What follows belongs to an exercise in optimizing a design on an open flow for small area; a production flow would make more cautious choices. Function was checked by simulation only, so behaviour that the tests miss may differ from the original. Power and IR drop assume default switching activity.

==> flow/design.v (excerpt) <==
module instr_mem_sync
#(
    parameter int unsigned     XLEN       = 32,
    parameter int unsigned     DEPTH      = 64,
    parameter int unsigned     ADDR_W     = 32,
    parameter logic [XLEN-1:0] CLEAR_WORD = XLEN'(imem_pkg::NOP)
) (
    input  logic              clk,
    input  logic              reset,
    output logic              init_busy,
    input  logic              rd_req,
    output logic              rd_ready,
    input  logic [ADDR_W-1:0] rd_addr,
    output logic              rd_valid,
    output logic [XLEN-1:0]   rd_data,
    output logic              rd_fault,
    input  logic              ld_en,
    input  logic [ADDR_W-1:0] ld_addr,
    input  logic [XLEN-1:0]   ld_data,
    output logic              ld_err
);
    localparam int unsigned IDX_W = $clog2(DEPTH);
    logic [XLEN-1:0]  mem [DEPTH];
    logic [XLEN-1:0]  mem_d [DEPTH];
    logic             phase;
    logic             ready;
    logic [IDX_W-1:0] cnt;
    logic             rd_legal;
    logic             ld_legal;
    logic             rd_accept;
    logic             ld_accept;
    logic [IDX_W-1:0] rd_idx;
    logic [IDX_W-1:0] ld_idx;
    logic [XLEN-1:0]  wdata;
    logic [XLEN-1:0]  wcol;
    logic [7:0]       wph, wpl;
    logic [7:0]       rph, rpl;
    logic [DEPTH-1:0] wsel;
    logic [DEPTH-1:0] wkeep;
    logic [DEPTH-1:0] rsel;
    logic             rd_hold;
    logic             rd_nop_n;
    logic             rd_phase;
    logic [XLEN-1:0]  rd_sel;
    logic [XLEN-1:0]  rd_next;
    always_ff @(posedge clk or posedge reset) begin
        if (reset) begin
            ready <= 1'b0;
            cnt   <= '0;
            phase <= 1'b0;
        end else begin
            phase <= !phase;
            if (!ready) begin
                cnt <= cnt + 1'b1;
                if (&cnt) ready <= 1'b1;
            end
        end
    end
    assign init_busy = !ready;
    assign rd_ready  = ready;
    assign rd_legal  = imem_pkg::addr_legal(64'(rd_addr), DEPTH);
  ...
Size: about 5,600 cells after synthesis, ~140 I/O pins.
clock: 6.0 ns
lec_check: 0
cap_margin: 20
core_margin: 2
core_utilization: 70
slew_margin: 20
synth_hierarchical: 1
standard.sh (not shown) runs the stock make flow with config.mk's settings and CLKGATE_MAP_FILE= SYNTH_SCRIPT=/design/flow/synth_recipe.tcl, a recipe that flattens the netlist after the stock synthesis.
==> flow/flow/run.sh <==
#!/bin/bash
# The standard ORFS flow (standard.sh), with three changes passed to it
# through ORFS's own variables:
#  - port buffers use the smallest buffer (buf_1) instead of the default
#    delay-cell buffer;
#  - the clock tree is built from clkbuf_8 cells on clusters of at most 16
#    sinks within 40 um, without dummy balancing loads;
#  - after global routing, gates on paths with positive slack are downsized
#    (ORFS's RECOVER_POWER step).
# All of make's output goes to standard.log; ORFS writes each step's log
# under orfs/logs/.
set -euo pipefail
export BUFFER_PORTS_ARGS="-buffer_cell sky130_fd_sc_hd__buf_1"
export CTS_ARGS="-sink_clustering_enable -repair_clock_nets -sink_clustering_size 16 -sink_clustering_max_diameter 40 -buf_list sky130_fd_sc_hd__clkbuf_8 -dont_use_dummy_load"
export RECOVER_POWER=100
bash standard.sh > standard.log 2>&1
The starting point produced a layout that fails on capacitance limit, slew limit.
Rerun with:
==> flow/flow/run.sh (replaced) <==
#!/bin/bash
# The standard ORFS flow (standard.sh), with two changes passed to it
# through ORFS's own variables:
#  - port buffers use the smallest buffer (buf_1) instead of the default
#    delay-cell buffer;
#  - the clock tree is built from clkbuf_8 cells on clusters of at most 16
#    sinks within 40 um, without dummy balancing loads.
# All of make's output goes to standard.log; ORFS writes each step's log
# under orfs/logs/.
set -euo pipefail
export BUFFER_PORTS_ARGS="-buffer_cell sky130_fd_sc_hd__buf_1"
export CTS_ARGS="-sink_clustering_enable -repair_clock_nets -sink_clustering_size 16 -sink_clustering_max_diameter 40 -buf_list sky130_fd_sc_hd__clkbuf_8 -dont_use_dummy_load"
bash standard.sh > standard.log 2>&1
CORE_UTILIZATION = 65   (was 70)
After rerunning: The changed run passed the timing, design-rule and antenna checks; clock-buffer cell count increases by 3; maximum frequency grows by about a fifth; non-clock buffer count went down by 8; wire length goes up by a few percent; cell count climbs slightly; hold slack hardly moves; final area went up slightly; setup slack gets better by 0.64 ns; sequential power stays flat; total power rises slightly; via count shrinks slightly.

[separate check: timing with driven ports]
The results above use ideal ports. As a check the final layouts listed here were re-extracted and re-timed, cells and wires unchanged. Step 1, drivers: a clkbuf_16 drives clk and a buf_2 each remaining input, both assumed. Step 2 moves the port delays by t, midway between the first and last clock arrival at a register: inputs arrive t later, outputs are due t later. That takes back most of the time a late clock gives input paths. Three values: no drivers, after step 1, after step 2; two values: the first two.
run	t (ns)	setup WS [ns]	worst hold slack (ns)	worst setup path after step 2	clock arrival spread, ns
the first run	0.972	0.954 / 0.954 / 0.593	0.447 / 0.447 / 0.447	input to register	0.102 / 0.103
the second run	0.969	1.598 / 1.598 / 0.676	0.445 / 0.409 / 0.445	input to register	0.082 / 0.082
For the second run, which loses most, drivers alone change the setup slack by 0.000 ns; drivers and shift together by -0.922 ns.
